This design comes from an exercise in tuning for small area and a short achievable clock period on the open sky130 flow, not from production work.
Function was checked by simulation only, so behaviour that the tests miss may differ from the original.
No activity file was given, so power comes from the tool's default toggle rates.

the previous run:
==> flow/design.v <==
package dgcs_pkg;
   localparam int LINE_WIDTH_DEFAULT = 640;
   localparam int LINE_COUNT_DEFAULT = 480;
   localparam int POS_W   = 19;
   localparam int CSR_IDX_W  = 3;
   localparam int CSR_DATA_W = 24;
   localparam logic [CSR_IDX_W-1:0] CSR_NEAR_LIMIT = 3'd0;
   localparam logic [CSR_IDX_W-1:0] CSR_STATS_LIMIT = 3'd1;
   localparam logic [CSR_IDX_W-1:0] CSR_BOX_A_LOW = 3'd2;
   localparam logic [CSR_IDX_W-1:0] CSR_BOX_A_HIGH = 3'd3;
   localparam logic [CSR_IDX_W-1:0] CSR_BOX_B_LOW = 3'd4;
   localparam logic [CSR_IDX_W-1:0] CSR_BOX_B_HIGH = 3'd5;
   localparam logic [15:0] NEAR_LIMIT_RESET  = 16'd700;
   localparam logic [15:0] STATS_LIMIT_RESET = 16'd500;
   localparam logic [23:0] BOX_A_LOW_RESET   = 24'h003F84;
   localparam logic [23:0] BOX_A_HIGH_RESET  = 24'h64A3AF;
   localparam logic [23:0] BOX_B_LOW_RESET   = 24'h00BFBE;
   localparam logic [23:0] BOX_B_HIGH_RESET  = 24'h1414FF;
   localparam logic [1:0] CLASS_FAR     = 2'd0;
   localparam logic [1:0] CLASS_BOX_A   = 2'd1;
   localparam logic [1:0] CLASS_BOX_B   = 2'd2;
   localparam logic [1:0] CLASS_UNMATCH = 2'd3;
   localparam logic [31:0] FAR_FILL  = 32'hA0FFFFFF;
   localparam logic [31:0] MARK_FILL = 32'hFFFF00FF;
   localparam logic [31:0] MIN_CLEAR = 32'hFFFFFFFF;
   localparam logic [POS_W-1:0] SLOT_MAX = 19'h7FFFF;
   typedef struct packed {
      logic [31:0] pixel_color;
      logic [15:0] depth_mm;
      logic        frame_end;
   } req_type;
   typedef struct packed {
      logic [1:0]       pixel_class;
      logic [31:0]      shown_color;
      logic [POS_W-1:0] pixel_position;
      logic [POS_W-1:0] class_slot;
      logic [31:0]      frame_min_color;
      logic [31:0]      frame_max_color;
      logic             stats_valid;
      logic             frame_last;
   } rsp_type;
   typedef struct packed {
      logic [1:0]  pixel_class;
      logic [31:0] shown_color;
      logic        hit_a;
      logic        hit_b;
   } class_type;
endpackage
module dgcs_classify (
   input  logic [23:0] pixel_rgb,
   input  logic [15:0] depth_mm,
   input  logic [15:0] near_limit,
   input  logic [23:0] box_a_low,
   input  logic [23:0] box_a_high,
   input  logic [23:0] box_b_low,
   input  logic [23:0] box_b_high,
   output logic        is_near,
   output logic        match_a,
   output logic        match_b
);
   function automatic logic in_box(logic [23:0] color, logic [23:0] lo, logic [23:0] hi);
      logic ok;
      ok = 1'b1;
      for (int ch = 0; ch < 3; ch++) begin
         if (!((lo[ch*8 +: 8] < color[ch*8 +: 8]) && (color[ch*8 +: 8] < hi[ch*8 +: 8]))) begin
            ok = 1'b0;
         end
      end
      in_box = ok;
   endfunction
   assign is_near = depth_mm < near_limit;
   assign match_a = in_box(pixel_rgb, box_a_low, box_a_high);
   assign match_b = in_box(pixel_rgb, box_b_low, box_b_high);
endmodule
module depth_gated_color_segmenter #(
   parameter int LINE_WIDTH = dgcs_pkg::LINE_WIDTH_DEFAULT,
   parameter int LINE_COUNT = dgcs_pkg::LINE_COUNT_DEFAULT
) (
   input  logic                            clock,
   input  logic                            reset,
   input  logic                            req_valid,
   output logic                            req_stall,
   input  logic [48:0]                     req_payload,
   output logic                            rsp_valid,
   input  logic                            rsp_stall,
   output logic [137:0]                    rsp_payload,
   input  logic                            csr_write,
   input  logic [dgcs_pkg::CSR_IDX_W-1:0]  csr_index,
   input  logic [dgcs_pkg::CSR_DATA_W-1:0] csr_data
);
   localparam int PW = dgcs_pkg::POS_W;
   logic [15:0] near_limit_ff;
   logic [15:0] stats_limit_ff;
   logic [23:0] box_a_low_ff;
   logic [23:0] box_a_high_ff;
   logic [23:0] box_b_low_ff;
   logic [23:0] box_b_high_ff;
   logic [5:0] csr_we;
   always_comb begin
      for (int i = 0; i < 6; i++) begin
         csr_we[i] = reset || (csr_write && (csr_index == 3'(i)));
      end
   end
   always_ff @(posedge clock) begin
      if (csr_we[0]) near_limit_ff  <= reset ? dgcs_pkg::NEAR_LIMIT_RESET  : csr_data[15:0];
      if (csr_we[1]) stats_limit_ff <= reset ? dgcs_pkg::STATS_LIMIT_RESET : csr_data[15:0];
      if (csr_we[2]) box_a_low_ff   <= reset ? dgcs_pkg::BOX_A_LOW_RESET   : csr_data;
      if (csr_we[3]) box_a_high_ff  <= reset ? dgcs_pkg::BOX_A_HIGH_RESET  : csr_data;
      if (csr_we[4]) box_b_low_ff   <= reset ? dgcs_pkg::BOX_B_LOW_RESET   : csr_data;
      if (csr_we[5]) box_b_high_ff  <= reset ? dgcs_pkg::BOX_B_HIGH_RESET  : csr_data;
   end
   logic        in_valid_ff;
   logic [31:0] in_color_ff;
   logic [15:0] in_depth_ff;
   logic        in_end_ff;
   logic        out_valid_ff;
   logic [1:0]  out_class_ff;
   logic [31:0] out_color_ff;
   logic        out_last_ff;
   logic        advance;
   logic        stall;
   logic        in_valid_in;
   logic        out_valid_in;
   logic        both_valid_ff;
   assign advance = in_valid_ff && (!out_valid_ff || !rsp_stall);
   assign stall   = in_valid_ff && out_valid_ff && rsp_stall;
   assign in_valid_in  = (req_valid && !stall) || (in_valid_ff && !advance);
   assign out_valid_in = advance || (out_valid_ff && rsp_stall);
   always_ff @(posedge clock) begin
      if (reset) begin
         in_valid_ff   <= 1'b0;
         out_valid_ff  <= 1'b0;
         both_valid_ff <= 1'b0;
      end else begin
         in_valid_ff   <= in_valid_in;
         out_valid_ff  <= out_valid_in;
         both_valid_ff <= in_valid_in && out_valid_in;
      end
   end
   assign req_stall = both_valid_ff && rsp_stall;
   always_ff @(posedge clock) begin
      if (!stall) begin
         in_color_ff <= req_payload[48:17];
         in_depth_ff <= req_payload[16:1];
         in_end_ff   <= req_payload[0];
      end
   end
   logic is_near, match_a, match_b;
   logic hit_a, hit_b;
   logic [1:0] cls;
   dgcs_classify u_classify (
      .pixel_rgb  (in_color_ff[23:0]),
      .depth_mm   (in_depth_ff),
      .near_limit (near_limit_ff),
      .box_a_low  (box_a_low_ff),
      .box_a_high (box_a_high_ff),
      .box_b_low  (box_b_low_ff),
      .box_b_high (box_b_high_ff),
      .is_near    (is_near),
      .match_a    (match_a),
      .match_b    (match_b)
   );
   assign hit_a = is_near && match_a;
   assign hit_b = is_near && !match_a && match_b;
   assign cls   = !is_near ? dgcs_pkg::CLASS_FAR :
                  match_a  ? dgcs_pkg::CLASS_BOX_A :
                  match_b  ? dgcs_pkg::CLASS_BOX_B : dgcs_pkg::CLASS_UNMATCH;
   always_ff @(posedge clock) begin
      if (reset) begin
         out_last_ff <= 1'b1;
      end else if (advance) begin
         out_last_ff <= in_end_ff;
      end
   end
   logic [31:0] shown;
   assign shown = !is_near ? dgcs_pkg::FAR_FILL :
                  (match_a || match_b) ? in_color_ff : dgcs_pkg::MARK_FILL;
   always_ff @(posedge clock) begin
      if (advance) begin
         out_class_ff <= cls;
         out_color_ff <= shown;
      end
   end
   logic [PW-1:0] pos_ff;
   logic          pos_wrap;
   localparam logic [PW-1:0] POS_LAST = PW'(LINE_WIDTH * LINE_COUNT - 1);
   assign pos_wrap = &(pos_ff | ~POS_LAST);
   function automatic logic [PW-1:0] step(logic [PW-1:0] q, logic inc);
      logic [PW-1:0] ones;
      ones[0] = 1'b1;
      for (int i = 1; i < PW; i++) begin
         ones[i] = ones[i-1] && q[i-1];
      end
      step = q ^ (ones & {PW{inc}});
   endfunction
   always_ff @(posedge clock) begin
      pos_ff <= (advance && (out_last_ff || pos_wrap)) ? '0 : step(pos_ff, advance);
   end
   logic [PW-1:0] slot_a_ff, slot_b_ff;
   logic          none_a_ff, none_b_ff;
   logic          none_a, none_b;
   assign none_a = none_a_ff || out_last_ff;
   assign none_b = none_b_ff || out_last_ff;
   always_ff @(posedge clock) begin
      if (advance) begin
         none_a_ff <= none_a && !hit_a;
         none_b_ff <= none_b && !hit_b;
         if (hit_a) slot_a_ff <= none_a ? '0 : step(slot_a_ff, !(&slot_a_ff));
         if (hit_b) slot_b_ff <= none_b ? '0 : step(slot_b_ff, !(&slot_b_ff));
      end
   end
   logic [31:0] min_ff, max_ff;
   logic        any_ff;
   logic        any_now;
   logic        qualify;
   logic        lt_min, gt_max;
   assign any_now = any_ff && !out_last_ff;
   assign qualify = (in_depth_ff < stats_limit_ff) &&
                    (!is_near || ((match_a || match_b) &&
                                  (in_color_ff != dgcs_pkg::MARK_FILL) && (in_color_ff != 32'd0)));
   assign lt_min  = is_near ? (in_color_ff < min_ff) : (dgcs_pkg::FAR_FILL < min_ff);
   assign gt_max  = is_near ? (in_color_ff > max_ff) : (dgcs_pkg::FAR_FILL > max_ff);
   always_ff @(posedge clock) begin
      if (advance) begin
         any_ff <= any_now || qualify;
         if (qualify && (!any_now || lt_min)) min_ff <= shown;
         if (qualify && (!any_now || gt_max)) max_ff <= shown;
      end
   end
   logic        stats_valid;
   logic [PW-1:0] slot_out;
   assign stats_valid = out_last_ff && any_ff;
   assign slot_out = (out_class_ff == dgcs_pkg::CLASS_BOX_A) ? slot_a_ff :
                     (out_class_ff == dgcs_pkg::CLASS_BOX_B) ? slot_b_ff : '0;
   assign rsp_valid   = out_valid_ff;
   assign rsp_payload = {out_class_ff, out_color_ff, pos_ff, slot_out,
                         stats_valid ? min_ff : 32'd0,
                         stats_valid ? max_ff : 32'd0,
                         stats_valid, out_last_ff};
endmodule
export LEC_CHECK = 0
export CAP_MARGIN = 20
export CORE_MARGIN = 2
export CORE_UTILIZATION = 40
export PLACE_DENSITY = 0.6
export SETUP_SLACK_MARGIN = 3.48
export SLEW_MARGIN = 20
create_clock -name core_clock -period 7.0 [get_ports {clock}]
standard.sh (not shown) runs the stock make flow with config.mk's settings and CLKGATE_MAP_FILE= SYNTH_SCRIPT=/design/flow/synth_recipe.tcl, a recipe that flattens the netlist after the stock synthesis.
==> flow/flow/run.sh <==
#!/bin/bash
# The standard layout (standard.sh) with these changes, all logged under orfs/logs/ as usual:
#  - synthesis (flow/synth.tcl) maps logic with abc's default script and leaves adders and
#    comparators to abc (no ADDER_MAP_FILE cells); registers are mapped as in the standard
#    synthesis, so they match it by name and cell type;
#  - plain sky130_fd_sc_hd__buf_1 cells as the port buffers instead of the delay buffer the
#    flow picks by default;
#  - larger clock-tree sink clusters, clkbuf_8 only, no dummy loads.
set -euo pipefail
here=$(pwd)
bash standard.sh 'ADDER_MAP_FILE=' "SYNTH_SCRIPT=$here/flow/synth.tcl" \
  'BUFFER_PORTS_ARGS=-buffer_cell sky130_fd_sc_hd__buf_1' \
  'CTS_ARGS=-sink_clustering_enable -repair_clock_nets -sink_clustering_size 16 -sink_clustering_max_diameter 60 -buf_list {sky130_fd_sc_hd__clkbuf_8} -dont_use_dummy_load' \
  finish > standard.log 2>&1
==> flow/flow/synth.tcl <==
# synth_recipe.tcl (the standard synthesis) with one change: abc maps the logic with its own
# default script (delay target 2500 ps) instead of ORFS's abc_speed.script. Registers are mapped
# before abc, by dfflibmap, exactly as in the standard synthesis.
proc synth {args} { yosys synth -nofsm -noshare {*}$args }
proc abc {args} {
  set out {}
  set skip 0
  foreach a $args {
    if {$skip} { set skip 0; continue }
    if {$a eq "-script" || $a eq "-D"} { set skip 1; continue }
    lappend out $a
  }
  yosys abc {*}$out -D 2500
}
source $::env(SCRIPTS_DIR)/synth.tcl
# left out here: clear keep_hierarchy, flatten, clean up, hide names made inside functions, write 1_2_yosys.v
Input-level comparison between the current run and the previous run:
- changing SETUP_SLACK_MARGIN from 3.48 to 3.62
--- a/flow/flow/synth.tcl
+++ b/flow/flow/synth.tcl
@@ -2 +2 @@
-# default script (delay target 2500 ps) instead of ORFS's abc_speed.script. Registers are mapped
+# default script (delay target 4000 ps) instead of ORFS's abc_speed.script. Registers are mapped
@@ -13 +13 @@
-  yosys abc {*}$out -D 2500
+  yosys abc {*}$out -D 4000
Results
- On portion of total power attributed to the clock network, the current run and the previous run are basically level.
- The current run vs. the previous run: growth of design area from synthesis to finish increased by 0.35 points relative to the old numbers; power share of the combinational group increased by 0.2 points relative to the old numbers.
- rsp_stall as the timing startpoint of the critical path was reported by the current run, and in_color_ff[17] by the previous run.
- Comparing the current run and the previous run, the lower data arrival time of the worst path is on the current run.


== v52 ==
Starts from the design.v that is shown in full above.
==> flow/config.mk <==
export PLATFORM = sky130hd
export DESIGN_NAME = depth_gated_color_segmenter
export DESIGN_NICKNAME = depth_gated_color_segmenter
export VERILOG_FILES = /design/flow/design.v
export SDC_FILE = /design/flow/constraint.sdc
export NUM_CORES = 4
export LEC_CHECK = 0
export CAP_MARGIN = 20
export CORE_MARGIN = 2
export CORE_UTILIZATION = 40
export PLACE_DENSITY = 0.6
export SETUP_SLACK_MARGIN = 3.9
export SLEW_MARGIN = 20
export TNS_END_PERCENT = 5
==> flow/constraint.sdc <==
create_clock -name core_clock -period 7.0 [get_ports {clock}]
set_input_delay 1.4000 -clock core_clock [delete_from_list [all_inputs] [get_ports {clock}]]
set_output_delay 1.4000 -clock core_clock [all_outputs]
set_load 0.01 [all_outputs]
==> flow/flow/synth.tcl <==
# synth_recipe.tcl (the standard synthesis) with one change: abc maps the logic with its own
# default script (delay target 2500 ps) instead of ORFS's abc_speed.script. Registers are mapped
# before abc, by dfflibmap, exactly as in the standard synthesis.
proc synth {args} { yosys synth -nofsm -noshare {*}$args }
proc abc {args} {
  set out {}
  set skip 0
  foreach a $args {
    if {$skip} { set skip 0; continue }
    if {$a eq "-script" || $a eq "-D"} { set skip 1; continue }
    lappend out $a
  }
  yosys abc {*}$out -D 2500
}
source $::env(SCRIPTS_DIR)/synth.tcl
# left out here: clear keep_hierarchy, flatten, clean up, hide names made inside functions, write 1_2_yosys.v
Scripts as last shown in full above: flow/flow/run.sh
--- input diff v52..v11 ---
--- a/flow/flow/run.sh
+++ b/flow/flow/run.sh
@@ -11,4 +11,4 @@
 bash standard.sh 'ADDER_MAP_FILE=' "SYNTH_SCRIPT=$here/flow/synth.tcl" \
   'BUFFER_PORTS_ARGS=-buffer_cell sky130_fd_sc_hd__buf_1' \
-  'CTS_ARGS=-sink_clustering_enable -repair_clock_nets -sink_clustering_size 16 -sink_clustering_max_diameter 60 -buf_list {sky130_fd_sc_hd__clkbuf_8} -dont_use_dummy_load' \
+  'CTS_ARGS=-sink_clustering_enable -repair_clock_nets -sink_clustering_size 22 -sink_clustering_max_diameter 45 -buf_list {sky130_fd_sc_hd__clkbuf_8} -dont_use_dummy_load' \
   finish > standard.log 2>&1
--- a/flow/config.mk
+++ b/flow/config.mk
@@ -10,5 +10,4 @@
 export CORE_UTILIZATION = 40
 export PLACE_DENSITY = 0.6
-export SETUP_SLACK_MARGIN = 3.9
+export SETUP_SLACK_MARGIN = 3.55
 export SLEW_MARGIN = 20
-export TNS_END_PERCENT = 5
--- outcome ---
v11: full flow OK, the timing, DRC and antenna checks passed
Per the comparison of v11 with v52, buffering stage count on the worst path with inverters included has increased; non-clock buffer count has decreased; detailed-router iteration count before antenna repair has decreased; global-route usage has decreased; clock period minus final worst setup slack has increased.
[compare] base=v52 new=v11: post-route total power rose by about 2.1%; global-route wire length before repair now sits lower.
Input changes introduced in v27 (baseline for comparison: v11):
--- a/flow/flow/run.sh
+++ b/flow/flow/run.sh
@@ -11,4 +11,4 @@
 bash standard.sh 'ADDER_MAP_FILE=' "SYNTH_SCRIPT=$here/flow/synth.tcl" \
   'BUFFER_PORTS_ARGS=-buffer_cell sky130_fd_sc_hd__buf_1' \
-  'CTS_ARGS=-sink_clustering_enable -repair_clock_nets -sink_clustering_size 22 -sink_clustering_max_diameter 45 -buf_list {sky130_fd_sc_hd__clkbuf_8} -dont_use_dummy_load' \
+  'CTS_ARGS=-sink_clustering_enable -repair_clock_nets -sink_clustering_size 20 -sink_clustering_max_diameter 70 -buf_list {sky130_fd_sc_hd__clkbuf_8} -dont_use_dummy_load' \
   finish > standard.log 2>&1
--- a/flow/config.mk
+++ b/flow/config.mk
@@ -10,4 +10,4 @@
 export CORE_UTILIZATION = 40
 export PLACE_DENSITY = 0.6
-export SETUP_SLACK_MARGIN = 3.55
+export SETUP_SLACK_MARGIN = 3.62
 export SLEW_MARGIN = 20
[summary]
v27: done, clean on timing, DRC and antenna. Re total power consumption of the routed design: v27 is about 5.5% down on v11. v27: non-clock buffer count is 2.8% higher than what v11 reported. Looking only at final worst setup slack, and setting everything else aside, the lower value of v11 and v27 goes to v11.

## what the ideal ports hide
How much do the figures lean on ideal ports? The routed layouts below were timed once more, with nothing changed but the port constraints.
Step 1, drivers: a clkbuf_16 drives clock and a buf_2 each remaining input, both assumed.
Step 2 also shifts input and output timing later by t, the mid clock arrival at the registers, as if the neighbouring blocks saw the same clock.
a / b / c = ideal ports / drivers / drivers and shift; a / b = the first two.
run	t (ns)	setup WS [ns]	hold WS [ns]	worst register clock-pin slew, ns	pins driven straight from the clock port
the previous run	0.572	3.639 / 3.639 / 3.306	0.448 / 0.448 / 0.448	0.10 / 0.10	1
the current run	0.596	3.767 / 3.745 / 3.341	0.447 / 0.447 / 0.447	0.10 / 0.10	1
v52	0.621	3.769 / 3.761 / 3.335	0.435 / 0.435 / 0.435	0.10 / 0.10	1
v11	0.611	3.717 / 3.717 / 3.224	0.447 / 0.447 / 0.447	0.10 / 0.10	1
v27	0.633	3.767 / 3.722 / 3.355	0.451 / 0.451 / 0.451	0.12 / 0.12	1
After both steps setup and hold are still met in every run listed. For v11, which loses most, drivers alone change the setup slack by 0.000 ns; drivers and shift together by -0.493 ns.
